This is an optimization exercise on Yosys and OpenROAD, whose aim is small area and a short achievable clock period, not a production implementation. In this exercise RTL edits were held to simulation tests only and were not proved equivalent to the original. Power and IR drop assume default switching activity.

`flow/run.sh`:
```
#!/bin/bash
# The standard layout, with two changes to how it is made:
#  - the port buffers start as buf_2 instead of the resizer's default choice
#    (a delay cell); timing repair still resizes them as it needs;
#  - clock tree synthesis clusters up to 24 sinks per leaf buffer and inserts
#    no dummy loads.
set -euo pipefail
export BUFFER_PORTS_ARGS="-buffer_cell sky130_fd_sc_hd__buf_2"
export CTS_ARGS="-sink_clustering_enable -repair_clock_nets -dont_use_dummy_load -sink_clustering_size 24 -sink_clustering_max_diameter 100"
bash standard.sh > standard_flow.log 2>&1
```
`standard.sh`:
```
#!/bin/bash
# synth_recipe.tcl (not shown) runs the flow's synth.tcl, then flattens the netlist and writes it again
# the make line also repeats each setting of config.mk as NAME=value (left out here)
make -C /OpenROAD-flow-scripts/flow DESIGN_CONFIG=/design/flow/config.mk WORK_HOME=/design/flow/orfs CLKGATE_MAP_FILE= SYNTH_SCRIPT=/design/flow/synth_recipe.tcl "${@:-finish}"
```
`config.mk`:
```
export PLATFORM = sky130hd
export DESIGN_NAME = rob_top
export DESIGN_NICKNAME = rob_top
export VERILOG_FILES = /design/flow/design.v
export SDC_FILE = /design/flow/constraint.sdc
export NUM_CORES = 4
export LEC_CHECK = 0
export CAP_MARGIN = 20
export CORE_MARGIN = 2
export CORE_UTILIZATION = 62
export SETUP_SLACK_MARGIN = 2.25
export SLEW_MARGIN = 20
```
`constraint.sdc`:
```
create_clock -name core_clock -period 4.5 [get_ports {clk}]
set_input_delay 0.9000 -clock core_clock [delete_from_list [all_inputs] [get_ports {clk}]]
set_output_delay 0.9000 -clock core_clock [all_outputs]
set_load 0.01 [all_outputs]
```
`design.v`:
```
package isa_pkg;
    typedef logic [32-1:0] word_t;
    typedef logic [5-1:0] areg_t;
    typedef enum logic [1:0] {
        KIND_ALU    = 2'd0,
        KIND_BRANCH = 2'd1,
        KIND_JAL    = 2'd2
    } inst_kind_e;
endpackage
package rob_pkg;
    typedef logic [4-1:0] rob_idx_t;
    typedef logic [6-1:0] preg_t;
    typedef struct packed {
        logic [32-1:0]   pc;
        logic [1:0]         kind;
        logic               predicted_taken;
        logic [32-1:0]   branch_target;
        logic [5-1:0] dest_areg;
        preg_t              dest_preg;
    } rob_entry_t;
    localparam int ROB_ENTRY_W = 2*32 + 3 + 5 + 6;
endpackage
module rob_top (
    input  logic                clk,
    input  logic                rst,
    input  logic                dispatch_valid,
    output logic                dispatch_ready,
    output rob_pkg::rob_idx_t   dispatch_idx,
    input  isa_pkg::word_t      dispatch_pc,
    input  isa_pkg::inst_kind_e dispatch_kind,
    input  logic                dispatch_predicted_taken,
    input  isa_pkg::word_t      dispatch_branch_target,
    input  isa_pkg::areg_t      dispatch_dest_areg,
    input  rob_pkg::preg_t      dispatch_dest_preg,
    input  logic                cdb_valid,
    input  rob_pkg::rob_idx_t   cdb_rob_idx,
    input  isa_pkg::word_t      cdb_data,
    output logic                commit_valid,
    input  logic                commit_ready,
    output isa_pkg::word_t      commit_pc,
    output isa_pkg::word_t      commit_result,
    output isa_pkg::areg_t      commit_dest_areg,
    output rob_pkg::preg_t      commit_dest_preg,
    output logic                redirect_valid,
    output isa_pkg::word_t      redirect_target
);
    localparam int D  = 16;
    localparam int XW = 32;
    localparam int AW = 5;
    localparam int PW = 6;
    localparam int IW = 4;
    localparam int SW = XW + AW + PW;        
    localparam int F  = D - 1;               
    logic [IW-1:0]  hp;         
    logic [IW-1:0]  hp1;        
    logic [IW-1:0]  hp2;        
    logic           nd;         
    logic [IW-1:0]  tail;
    logic [IW-1:0]  fr, fw;     
    logic [IW:0]    count;
    logic           empty, one, full;    
    logic           jal_pend;   
    logic [F-1:0][SW-1:0] f_st;    
    logic [D-1:0][XW-1:0] s_res;
    logic [D-1:0]         s_done;
    logic [D-1:0][1:0]    s_mc;      
    logic [D-1:0]         s_mpd;     
    logic [SW-1:0]  h_st;
    logic [XW-1:0]  h_res;
    logic           h_done;
    logic           h_mpv;
    logic [1:0]     h_mc, h_mc_n;
    logic           h_mpv_n;
    logic [SW-1:0]  h_st_n;
    logic [XW-1:0]  h_res_n;
    logic           h_done_n;
    logic [D-1:0]   nsel, csel;
    logic [F-1:0]   fsel, fwsel;
    logic [SW-1:0]  n_st, d_st;
    logic [XW-1:0]  n_res, target;
    logic           n2_done, n_mpd, nd_n;
    logic [1:0]     n_mc, d_mc;
    logic [D-1:0]   wsel;
    logic           c_head, c_next;
    logic           commit_fire, flush, dispatch_fire;
    logic           d_jal0;
    logic [IW:0]    count_n;
    assign commit_valid     = h_done;
    assign commit_pc        = h_st[SW-1 -: XW];
    assign commit_dest_areg = h_st[PW +: AW];
    assign commit_dest_preg = h_st[0 +: PW];
    assign commit_result    = h_res;
    assign commit_fire    = h_done && commit_ready;
    assign flush          = h_mpv && commit_ready;
    assign dispatch_ready = !full && !flush;
    assign dispatch_fire  = dispatch_valid && dispatch_ready;
    assign dispatch_idx   = tail;
    assign d_jal0 = (dispatch_kind == isa_pkg::KIND_JAL) && !dispatch_predicted_taken;
    assign d_mc   = {((dispatch_kind == isa_pkg::KIND_BRANCH) && !dispatch_predicted_taken) || d_jal0,
                     ((dispatch_kind == isa_pkg::KIND_BRANCH) &&  dispatch_predicted_taken) || d_jal0};
    assign d_st   = {dispatch_pc, dispatch_dest_areg, dispatch_dest_preg};
    always_comb begin
        n_st   = '0;
        n_res  = '0;
        n2_done = 1'b0;
        n_mpd  = 1'b0;
        n_mc   = '0;
        for (int i = 0; i < F; i++) begin
            fsel[i] = (fr == IW'(i));
            n_st   = n_st   | ({SW{fsel[i]}} & f_st[i]);
        end
        for (int i = 0; i < D; i++) begin
            nsel[i] = (hp1 == IW'(i));
            n_res  = n_res  | ({XW{nsel[i]}} & s_res[i]);
            n2_done = n2_done | ((hp2 == IW'(i)) & s_done[i]);
            n_mpd  = n_mpd  | (nsel[i] & s_mpd[i]);
            n_mc   = n_mc   | ({2{nsel[i]}} & s_mc[i]);
        end
    end
    assign c_head = cdb_valid && (cdb_rob_idx == hp);
    assign c_next = cdb_valid && (cdb_rob_idx == hp1);
    always_comb begin
        count_n = count;
        case ({dispatch_fire, commit_fire})
            2'b10:   count_n = count + 1'b1;
            2'b01:   count_n = count - 1'b1;
            default: count_n = count;
        endcase
        if (flush) begin
            count_n = '0;
        end
    end
    always_ff @(posedge clk) begin
        if (rst) begin
            hp             <= '0;
            hp1            <= IW'(1);
            hp2            <= IW'(2);
            tail           <= '0;
            fr             <= '0;
            fw             <= '0;
            count          <= '0;
            empty          <= 1'b1;
            one            <= 1'b0;
            full           <= 1'b0;
            redirect_valid <= 1'b0;
            jal_pend       <= 1'b0;
        end else begin
            redirect_valid <= flush;
            count          <= count_n;
            empty          <= (count_n == '0);
            one            <= (count_n == (IW+1)'(1));
            full           <= count_n[IW];
            if (commit_fire) begin
                hp  <= hp1;
                hp1 <= hp2;
                hp2 <= hp2 + 1'b1;
            end
            if (flush) begin
                tail     <= hp1;
                fr       <= '0;
                fw       <= '0;
                jal_pend <= 1'b0;
            end else begin
                if (commit_fire && !one) begin
                    fr <= (fr == IW'(F-1)) ? '0 : fr + 1'b1;
                end
                if (dispatch_fire && !empty && !(one && commit_fire)) begin
                    fw <= (fw == IW'(F-1)) ? '0 : fw + 1'b1;
                end
                if (dispatch_fire) begin
                    tail <= tail + 1'b1;
                end
                if (dispatch_fire && d_jal0) begin
                    jal_pend <= 1'b1;
                end
            end
        end
    end
    assign target = h_res[0] ? {h_res[XW-1:1], 1'b0} : h_st[SW-1 -: XW] + XW'(4);
    always_ff @(posedge clk) begin
        if (flush && (h_mc != 2'b11)) begin
            redirect_target <= target;
        end else if (dispatch_valid && !full && d_jal0 && !jal_pend) begin
            redirect_target <= dispatch_branch_target;
        end
    end
    always_comb begin
        h_st_n = h_st;
        h_mc_n = h_mc;
        if (empty || commit_fire) begin
            h_st_n = (empty || one) ? d_st : n_st;
            h_mc_n = (empty || one) ? d_mc : n_mc;
        end
        h_res_n = h_res;
        if (commit_fire) begin
            h_res_n = nd ? n_res : cdb_data;
        end else if (c_head && !h_done) begin
            h_res_n = cdb_data;
        end
        h_done_n = h_done;
        if (rst || flush || empty) begin
            h_done_n = 1'b0;
        end else if (commit_fire) begin
            h_done_n = !one && (c_next || nd);
        end else if (c_head) begin
            h_done_n = 1'b1;
        end
        if (rst || flush || empty) begin
            h_mpv_n = 1'b0;
        end else if (commit_fire) begin
            h_mpv_n = !one && (nd ? n_mpd : (c_next && (cdb_data[0] ? n_mc[1] : n_mc[0])));
        end else if (c_head && !h_done) begin
            h_mpv_n = cdb_data[0] ? h_mc[1] : h_mc[0];
        end else begin
            h_mpv_n = h_mpv;
        end
    end
    assign nd_n = commit_fire ? (!(((tail == hp2) && !full)) && ((cdb_valid && (cdb_rob_idx == hp2)) || n2_done))
                              : (!(((tail == hp1) && !full)) && (c_next || nd));
    always_ff @(posedge clk) begin
        nd     <= nd_n;
        h_st   <= h_st_n;
        h_res  <= h_res_n;
        h_done <= h_done_n;
        h_mc   <= h_mc_n;
        h_mpv  <= h_mpv_n;
    end
    always_comb begin
        for (int i = 0; i < F; i++) begin
            fwsel[i] = (fw == IW'(i)) && !full;
        end
    end
    always_ff @(posedge clk) begin
        for (int i = 0; i < F; i++) begin
            if (fwsel[i]) begin
                f_st[i] <= d_st;
            end
        end
    end
    always_comb begin
        for (int i = 0; i < D; i++) begin
            csel[i] = cdb_valid && (cdb_rob_idx == IW'(i));
        end
    end
    always_comb begin
        for (int i = 0; i < D; i++) begin
            wsel[i]  = (tail == IW'(i)) && !full;
            s_mpd[i] = s_done[i] && (s_res[i][0] ? s_mc[i][1] : s_mc[i][0]);
        end
    end
    always_ff @(posedge clk) begin
        for (int i = 0; i < D; i++) begin
            if (wsel[i]) begin
                s_mc[i]   <= d_mc;
                s_done[i] <= 1'b0;
            end else if (csel[i]) begin
                s_done[i] <= 1'b1;
            end
            if (csel[i] && !s_done[i]) begin
                s_res[i] <= cdb_data;
            end
        end
    end
endmodule
```
==> impl_metrics.tcl, run 1 <==
set metrics [dict create \
    grt_max_degree 63 \
    comb_power_share 0.060 \
    hold_path_class "register to register" \
    slowest_stage "a222oi_1" \
    rr_worst_depth 7 \
    grt_pass1_vias 33000 \
    hpwl_microns 104000 \
    grt_pass1_wl_microns 245000 \
    syn_to_final_growth_pct 18.6 \
    multi_input_area_sq_um 12700 \
    cts_buffer_depth 3 \
    finalClockSkew_ns 0.0626 \
    die_h_microns 294 \
    dieArea_sq_um 86500 \
    endpoint_kind "register" \
    io_buffers 232 \
    antenna_found_initial 16 \
    switching_share 0.220 \
    crit_chain "buf_12, nor2b_4, buf_6, a22o_1, a222oi_1, and3_1, a41oi_4" \
    drt-initial-drc-count 5505 \
    wl_microns 181000 \
    drc_errors 0 \
    hold_viol_final 0 \
    tightest_slew_ns 1.09 \
    drive_gt1_frac 0.281 \
    async_flop_share 0 \
    finalSetupTns_ns 0 \
    setup_violations 0 \
    coreArea_sq_um 83600 \
    clkSlewWorstSetupHoldPaths_ns 0.09 \
    setup.worst_path.class "register to register" \
    vias_per_cell 7.26 \
    wl_per_cell_microns 37.4 \
    synthDistinctLibCells 84 \
    power_switching_w 0.00483 \
    clock_sinks 1350 \
    yosysTopAreaCell "edfxtp_1" \
    placed_cell_area_sq_um 55500 \
    whs_path_depth 2 \
    numCtsBuffers 66 \
    synthCells 3205 \
    synth_area_leaders "edfxtp_1 75%, a22oi_1 3.8%, dfxtp_1 2.0%" \
    fp.dieW_microns 294 \
    ys_ff_latch 1350 \
    seq_area_sq_um 40100 \
    power.leakage_nw 20.7 \
    startpoint_type "register" \
    crit_fanout 5 \
    r2r_slack_ns 2.02 \
    min_period_ns 2.49 \
    hold_path_end "hp[1]" \
    max-vdd-ir-drop_uv 425 \
    nets 3884 \
    fin_ws_ns 2.02 \
    syn_area_sq_um 52200 \
    io_pins 233 \
    syn_nets 3338 \
    hp-start "hp[1]" \
    holdWs_ns 0.497 \
    arrival_ns 2.78 \
    detail-route-antenna-nets 0 \
    status "complete, no violations" \
    nFillCells 5087 \
    ctsHoldBuffers 0 \
    yosysSeqAreaShare 0.767 \
    slew_headroom 0.270 \
    maxCapViolCount 0 \
    grt-ovfl-total 0 \
    synth_edf_count 1298 \
    power.internal_w 0.0171 \
    finalCritPeriodShare 0.552 \
    dr.pass1.iters 8 \
    power.density_nw_per_um2 354 \
    reg2reg_from "fr[1]" \
    clk_latency_ns 0.66 \
    htreeDepth 3 \
    yosysWarnings 1 \
    final_cell_area_sq_um 61900 \
    pre_cts_slack_ns 0.708 \
    synth-main-ff-cell "edfxtp_1" \
    gp_congestion 0.944 \
    start_util 0.625 \
    rsz0062_at_grt "true" \
    rows 106 \
    synth_top_area_frac 0.747 \
    cts-root-buf "clkbuf_16" \
    slowest_delay_ns 0.63 \
    seqPwrFrac 0.651 \
    max_freq_mhz 402 \
    maxSlewViolCount 0 \
    required_ns 4.80 \
    avgSynthCellArea_sq_um 16.3 \
    cts_tree "done" \
    crit-reg2reg-capture "h_st[15]" \
    grtUsageTotal 0.408 \
    pwr-share-clk 0.289 \
    vias 35100 \
]
registers in the layout, indices dropped and copies added, names as in the netlist, 16 cells and up:
register / cells
f_st: 645
h_res: 32
h_st: 43
redirect_target: 32
s_done: 16
s_mc: 32
s_res: 512
critical path, delay by kind of cell, from the launching register on:
family	cells	cell delay, ns
and+or+nand+nor	2	0.44
AOI/OAI and AO/OA	3	1.05
DFF	1	0.40
buffers and inverters	2	0.26
logic make-up after synthesis:
logic type                 count (synthesis)  synth area share
xor gates and xnor gates                  58           0.00973
and+or+nand+nor                          654            0.0622
AOI/OAI and AO/OA                        816             0.118
buffers and inverters                    217            0.0196
muxes                                     96            0.0200
DFF                                     1350             0.767
adders and majority gates                 14           0.00350
per-stage QoR:
step                std cells  power [W]  utilization
finish                   4838     0.0219        0.741
global route             4832     0.0223        0.741
CTS                      4715     0.0218        0.717
detailed placement       4447     0.0157        0.664
global placement         4447     0.0157        0.664
floorplan                3205     0.0150            -
synthesized netlist by cell type, types with 14 or more instances:
master and count:
nor3_1 44, buf_2 80, nand3_1 83, a221oi_1 62, nand2_1 193, a41oi_1 14, o21ai_0 87, a21oi_1 68
a222oi_1 66, a22oi_1 265, o2111ai_1 21, dfxtp_1 52, o21ai_1 25, xnor2_1 38, nor2_1 169, mux2i_1 39
a22o_1 94, inv_1 15, mux2_2 55, nor2b_1 22, edfxtp_1 1298, and3_1 24, xor2_1 20, a32oi_1 31
clkbuf_1 92, nand2b_1 19, nand4_1 26
timing repair:
item,4_1_cts,5_1_grt
gates resized for setup,234,183
buffers inserted,193,103
pin swaps,61,114
gates cloned,9,11
endpoints found under the setup margin,691,240
power by group through the flow:
stage	logic, W	registers, W	clock network, W
3_5_place_dp	0.00110	0.0146	0
6_report	0.00131	0.0143	0.00635
5_1_grt	0.00137	0.0143	0.00667
4_1_cts	0.00123	0.0143	0.00632
2_1_floorplan	0.000494	0.0145	0
3_3_place_gp	0.00108	0.0146	0
layout make-up:
type / instances / share of cell area
flip-flops and latches: 1350 / 0.647
inverters: 17 / 0.00137
diodes: 9 / 0.000364
multi-input cells: 1641 / 0.205
repair buffers: 675 / 0.0973
well taps: 1080 / 0.0218
clock buffers: 66 / 0.0267
worst max path at each step:
| stage | end | from | cells past startpoint |
|---|---|---|---|
| floorplan | s_res[160] | cdb_rob_idx[1] | 4 |
| global placement | h_st[17] | fr[0] | 6 |
| detailed placement | h_st[17] | fr[0] | 6 |
| CTS | h_st[15] | fr[1] | 7 |
| global route | h_st[23] | fr[0] | 10 |
| finish | h_st[15] | fr[1] | 7 |
layout by cell type (no fill, tap or decap), drive strengths merged, types with 22 or more instances in the layout:
cell    instances
a21oi          68
a221oi         63
a222oi         66
a22o           94
a22oi         265
a32oi          31
and3           25
buf           660
clkbuf         78
dfxtp          52
edfxtp       1298
mux2           56
mux2i          39
nand2         194
nand3          83
nand4          28
nor2          175
nor2b          22
nor3           46
o21ai         112
xnor2          38
routing by layer:
metal	wire, microns	global-route usage	up-vias
met3	23000	0.0844	667
li1	-	-	14100
met5	110	0	-
met4	13500	0.254	18
met1	59600	0.516	17400
met2	84900	0.651	2973
==> run 2: changes to the inputs <==
--- a/config.mk
+++ b/config.mk
@@ -9,4 +9,4 @@
 export CORE_MARGIN = 2
-export CORE_UTILIZATION = 62
-export SETUP_SLACK_MARGIN = 2.25
+export CORE_UTILIZATION = 55
+export SETUP_SLACK_MARGIN = 2.1
 export SLEW_MARGIN = 20
==> impl_metrics.tcl, run 2 <==
set metrics [dict create \
    status "complete, no violations" \
    wl_microns 176000 \
    largest_register "f_st" \
    wl_per_cell_microns 36.7 \
    io_pins 233 \
    dr.pass1.iters 7 \
    yosysWarnings 1 \
    vias_per_cell 6.96 \
    synth_top_area_frac 0.747 \
    dieArea_sq_um 97400 \
    syn_to_final_growth_pct 13.0 \
    finalSetupTns_ns 0 \
    grt_max_degree 46 \
    yosys-top-cells-count "1298 x edfxtp_1, 265 x a22oi_1, 193 x nand2_1, 169 x nor2_1, 94 x a22o_1" \
    finalPower_w 0.0219 \
    synthCells 3205 \
    vias 33400 \
    ctsHoldBuffers 0 \
    syn_nets 3338 \
    finalClockSkew_ns 0.0419 \
    gp_congestion 0.896 \
    drive_gt1_frac 0.210 \
    rows 112 \
    synth_compound_area_frac 0.118 \
    clkSlewWorstSetupHoldPaths_ns 0.10 \
    slowest_stage "a222oi_1" \
    hpwl_microns 102000 \
    synth_area_leaders "edfxtp_1 75%, a22oi_1 3.8%, dfxtp_1 2.0%" \
    drt-initial-drc-count 5272 \
    endpoint_kind "register" \
    cts-root-buf "clkbuf_16" \
    clock_sinks 1350 \
    avgSynthCellArea_sq_um 16.3 \
    cts_buffer_depth 3 \
    ys_ff_latch 1350 \
    fp.dieW_microns 312 \
    power.density_nw_per_um2 371 \
    yosys-mux-area-fraction 0.0200 \
    crit_chain "buf_12, inv_1, nor2_2, a22o_1, a222oi_1, and3_1, a41oi_1" \
    synthDistinctLibCells 84 \
    numCtsBuffers 66 \
    tightest_slew_ns 1.02 \
    syn_area_sq_um 52200 \
    arrival_ns 2.86 \
    min_period_ns 2.51 \
    antenna_found_initial 14 \
    synth-main-ff-cell "edfxtp_1" \
    synth_top_family_by_area "compound AO/OA/AOI/OAI gates" \
    slew_headroom 0.317 \
    max-vdd-ir-drop_uv 307 \
    setup.worst_path.class "register to register" \
    crit_fanout 9 \
    grt_pass1_vias 32100 \
    synth_fa_ha_area_frac 0.00350 \
    largest_reg_flops 645 \
    yosysSeqAreaShare 0.767 \
    hold_path_class "register to register" \
    synthXorXnorAreaFrac 0.00973 \
    detail-route-antenna-nets 0 \
    startpoint_type "register" \
    yosysMostFrequentCell "edfxtp_1" \
    htreeDepth 3 \
    grt-ovfl-total 0 \
    layout_commonest_cell "edfxtp_1" \
    synthSimpleGateAreaFrac 0.0622 \
    die_h_microns 312 \
    async_flop_share 0 \
    reg2reg_from "fr[0]" \
    setup_violations 0 \
    yosysTopAreaCell "edfxtp_1" \
    top_regs "f_st: 645 flops, s_res: 512 flops, h_st: 43 flops" \
    required_ns 4.85 \
    cts_tree "done" \
    critPathLaunch "fr[0]" \
    clk_latency_ns 0.67 \
    hp-start "hp[3]" \
    rsz0062_at_grt "true" \
    power.leakage_nw 19.2 \
    drc_errors 0 \
    holdWs_ns 0.474 \
    maxCapViolCount 0 \
    maxSlewViolCount 0 \
    coreArea_sq_um 93600 \
    max_freq_mhz 399 \
    finalCritPeriodShare 0.557 \
    synth_edf_count 1298 \
    nets 3677 \
    start_util 0.558 \
    grtUsageTotal 0.355 \
    hold_viol_final 0 \
    io_buffers 232 \
    grt_pass1_wl_microns 244000 \
    slowest_delay_ns 0.64 \
    mostFrequentLayoutCells "1298 x edfxtp_1, 265 x a22oi_1, 232 x buf_2" \
]
==> run 2: cell counts after synthesis <==
No cell type changed its count.
==> run 2: worst paths after layout <==
path	end	slack, ns	depth (start not counted)
worst max-delay path	h_st[15]	1.99	7
worst min-delay path	hp[3]	0.47	2
worst max register to register	h_st[15]	1.99	7
worst min register to register	hp[3]	0.47	2
==> run 2: final cells by class <==
class / count / area (sq um)
Tap cell: 1254 / 1570
Fill cell: 6870 / 34600
Antenna cell: 8 / 20.0
Clock buffer: 66 / 1650
Sequential cell: 1350 / 40100
Multi-Input combinational cell: 1638 / 12000
Inverter: 17 / 68.8
Timing Repair Buffer: 471 / 3610
==> run 2: layer usage <==
metal / global-route usage / part of all wire
met5: 0 / 0.00058
met4: 0.150 / 0.046
met3: 0.0612 / 0.10
met2: 0.595 / 0.49
met1: 0.462 / 0.36
==> run 2: report_power, final <==
part           internal, W  switching, W  total, W
clock network      0.00264       0.00377   0.00641
registers           0.0141      0.000248    0.0143
logic             0.000361      0.000802   0.00116
==> run 2: critical path, delay by kind of cell (launching register included) <==
kind,cells,cell delay [ns]
compound gates,3,0.97
simple gates,2,0.44
flops,1,0.38
buf+inv,2,0.40
==> run 2: what timing repair did <==
| item | in CTS | in global routing |
|---|---|---|
| pin swaps | 17 | 21 |
| cloned | 2 | 2 |
| setup buffers | 76 | 23 |
| gates resized for setup | 89 | 67 |
| setup endpoints to repair | 399 | 441 |
==> run 2: kinds of logic (layout without fill, tap and decap cells) <==
logic type,after synthesis,count (layout)
AO/OA/AOI/OAI,816,816
XOR/XNOR,58,58
adder cells (fa/ha/maj),14,14
buffers and inverters,217,554
flip-flops,1350,1350
multiplexers,96,96
other,0,8
AND/OR/NAND/NOR,654,654
==> run 2: through the flow <==
step | setup WS (ns) | cells | area (sq um) | utilization
global route | 2.02 | 4800 | 59000 | 0.630
CTS | 1.98 | 4771 | 58500 | 0.625
detailed placement | 1.21 | 4627 | 55700 | 0.595
global placement | 1.15 | 4627 | 55700 | 0.595
finish | 1.99 | 4804 | 59000 | 0.630
floorplan | 1.42 | 3205 | 52500 | -
==> run 3: changes to the inputs <==
--- a/config.mk
+++ b/config.mk
@@ -9,3 +9,3 @@
 export CORE_MARGIN = 2
-export CORE_UTILIZATION = 55
+export CORE_UTILIZATION = 50
 export SETUP_SLACK_MARGIN = 2.1
==> impl_metrics.tcl, run 3 <==
set metrics [dict create \
    grt-ovfl-total 0 \
    io_pins 233 \
    largest_register "f_st" \
    mostFrequentLayoutCells "1298 x edfxtp_1, 265 x a22oi_1, 250 x buf_4" \
    grt_pass1_wl_microns 248000 \
    startpoint_type "register" \
    yosys-top-cells-count "1298 x edfxtp_1, 265 x a22oi_1, 193 x nand2_1, 169 x nor2_1, 94 x a22o_1" \
    numCtsBuffers 66 \
    start_util 0.504 \
    dieArea_sq_um 107000 \
    synth_edf_count 1298 \
    wl_microns 179000 \
    maxSlewViolCount 0 \
    cp_top_family "compound AO/OA/AOI/OAI gates" \
    avgSynthCellArea_sq_um 16.3 \
    cts-root-buf "clkbuf_16" \
    worst-path-buf-inv 3 \
    finalSetupTns_ns 0 \
    clkSlewWorstSetupHoldPaths_ns 0.09 \
    drive_gt1_frac 0.244 \
    max-vdd-ir-drop_uv 277 \
    antenna_found_initial 28 \
    grt_max_degree 63 \
    coreArea_sq_um 103000 \
    ctsHoldBuffers 0 \
    power.internal_w 0.0171 \
    pwr-share-clk 0.292 \
    finalClockSkew_ns 0.0338 \
    die_h_microns 327 \
    pre_cts_slack_ns 0.967 \
    tightest_slew_ns 1.17 \
    hpwl_microns 105000 \
    ys_ff_latch 1350 \
    vias 33900 \
    clock_sinks 1350 \
    syn_to_final_growth_pct 15.6 \
    wl_per_cell_microns 35.5 \
    power.leakage_nw 19.9 \
    io_buffers 232 \
    power.density_nw_per_um2 364 \
    synthDistinctLibCells 84 \
    async_flop_share 0 \
    setup.worst_path.class "register to register" \
    grtUsageTotal 0.330 \
    cts_tree "done" \
    rows 118 \
    synthCells 3205 \
    maxCapViolCount 0 \
    fp.dieW_microns 327 \
    yosysTopAreaCell "edfxtp_1" \
    crit_chain "buf_12, buf_8, nor4b_4, buf_6, a22o_1, a221oi_2, o221ai_1, o21ai_0, nand2_1" \
    gp_congestion 0.872 \
    max_freq_mhz 410 \
    syn_area_sq_um 52200 \
    rsz0062_at_grt "true" \
    synth_area_leaders "edfxtp_1 75%, a22oi_1 3.8%, dfxtp_1 2.0%" \
    crit_fanout 20 \
    busiest_layer "met2" \
    grt_pass1_vias 32600 \
    dr.pass1.iters 7 \
    hold_path_class "register to register" \
    yosysMostFrequentCell "edfxtp_1" \
    cts_buffer_depth 3 \
    top_regs "f_st: 645 flops, s_res: 512 flops, h_st: 43 flops" \
    syn_nets 3338 \
    fin_ws_ns 2.06 \
    clk_latency_ns 0.67 \
    yosysSeqAreaShare 0.767 \
    slowest_stage "dfxtp_4" \
    use_met1 0.444 \
    drc_errors 0 \
    comb_power_share 0.058 \
    min_period_ns 2.44 \
    status "complete, no violations" \
    utilization 0.583 \
    drt-initial-drc-count 5136 \
    slowest_delay_ns 0.46 \
    synth-main-ff-cell "edfxtp_1" \
    slew_headroom 0.219 \
    required_ns 4.92 \
    arrival_ns 2.86 \
    endpoint_kind "register" \
    use_met2 0.533 \
    nets 3780 \
    vias_per_cell 6.73 \
    detail-route-antenna-nets 0 \
    htreeDepth 3 \
    finalCritPeriodShare 0.542 \
    setup_violations 0 \
    power_switching_w 0.00484 \
    yosysWarnings 1 \
    holdWs_ns 0.498 \
    seqPwrFrac 0.651 \
    met3_usage 0.0667 \
    synth_top_area_frac 0.747 \
    switching_share 0.221 \
    largest_reg_flops 645 \
    layout_commonest_cell "edfxtp_1" \
    hold_viol_final 0 \
]
-- run 3: cell counts after synthesis --
Identical to the previous run, type by type.
-- run 3: worst register-to-register path, delay by kind of cell, from the launching register on --
family / cells / cell delay (ns)
buf+inv: 3 / 0.52
compound gates: 4 / 1.05
simple gates: 2 / 0.18
flops: 1 / 0.46
-- run 3: stage by stage --
step	total power, W	std cells	cell area [sq um]
after floorplan	0.0150	3205	52500
after global placement	0.0157	4760	55800
after detailed placement	0.0157	4764	55800
after CTS	0.0220	4987	59500
after global routing	0.0225	5032	60300
final	0.0220	5037	60400
-- run 3: cell type report --
cell class / instances / area (sq um)
inverters: 17 / 71.3
multi-input cells: 1641 / 12300
clock buffers: 66 / 1650
well taps: 1380 / 1730
fillers: 7918 / 43100
flip-flops and latches: 1350 / 40100
diodes: 12 / 30.0
repair buffers: 571 / 4540
-- run 3: final timing paths --
kind,startpoint,endpoint,slack [ns],cells after the start
setup reg to reg,fr[1],h_st[18],2.06,9
hold reg to reg,hp[1],hp[1],0.50,2
hold / removal,hp[1],hp[1],0.50,2
setup / recovery,fr[1],h_st[18],2.06,9
-- run 3: logic make-up after synthesis --
| logic type | Yosys count | synth area share |
|---|---|---|
| buffers and inverters | 217 | 0.0196 |
| muxes | 96 | 0.0200 |
| adders and majority gates | 14 | 0.00350 |
| AOI/OAI and AO/OA | 816 | 0.118 |
| xor gates and xnor gates | 58 | 0.00973 |
| and+or+nand+nor | 654 | 0.0622 |
| DFF | 1350 | 0.767 |
-- run 3: timing repair --
action / CTS / global route
pin swaps: 44 / 42
cloned: 5 / 2
setup endpoints to repair: 582 / 291
buffers inserted: 152 / 35
resized for setup: 153 / 93
-- run 3: routing by layer --
layer  part of all wire  wire [microns]  up-vias
li1                   -               -    13800
met1               0.37           65900    17400
met2               0.48           86000     2256
met3               0.11           19900      368
met4              0.039            7020       18
met5            0.00064             114        -
-- run 3: power groups by stage --
stage                     clock (W)  combinational [W]  sequential, W
after floorplan                   0           0.000477         0.0145
after global placement            0            0.00103         0.0146
after detailed placement          0            0.00105         0.0146
after CTS                   0.00645            0.00123         0.0143
after global routing        0.00685            0.00134         0.0143
final                       0.00641            0.00126         0.0143

-- port drivers added, routing unchanged --
No port has a modelled driver above. Below, the same layouts with a new extraction and two added sets of constraints. Step 1 sets driving cells, clkbuf_16 on the clock port and buf_2 on the other inputs (assumed; they add their load-dependent delay and slew). Step 2 adds t to the input delays and takes it off the output delays; t is the mean of the earliest and latest rising clock arrival at the registers after step 1. Input paths then give back, and output paths get back, about the clock's delay inside the block. Three values: ideal ports, drivers, drivers and shift; two values: the first two.
run | shift t [ns] | slack for setup (ns) | worst hold slack (ns) | pins driven straight from the clock port
run 1 | 0.706 | 2.015 / 2.015 / 1.607 | 0.497 / 0.480 / 0.497 | 1
run 2 | 0.730 | 1.993 / 1.993 / 1.487 | 0.474 / 0.467 / 0.474 | 1
run 3 | 0.728 | 2.061 / 1.985 / 1.476 | 0.498 / 0.471 / 0.498 | 1
After both steps setup and hold are still met in every run listed. The setup slack of run 3, which loses most, moves by -0.076 ns with the drivers and by -0.585 ns with both steps.
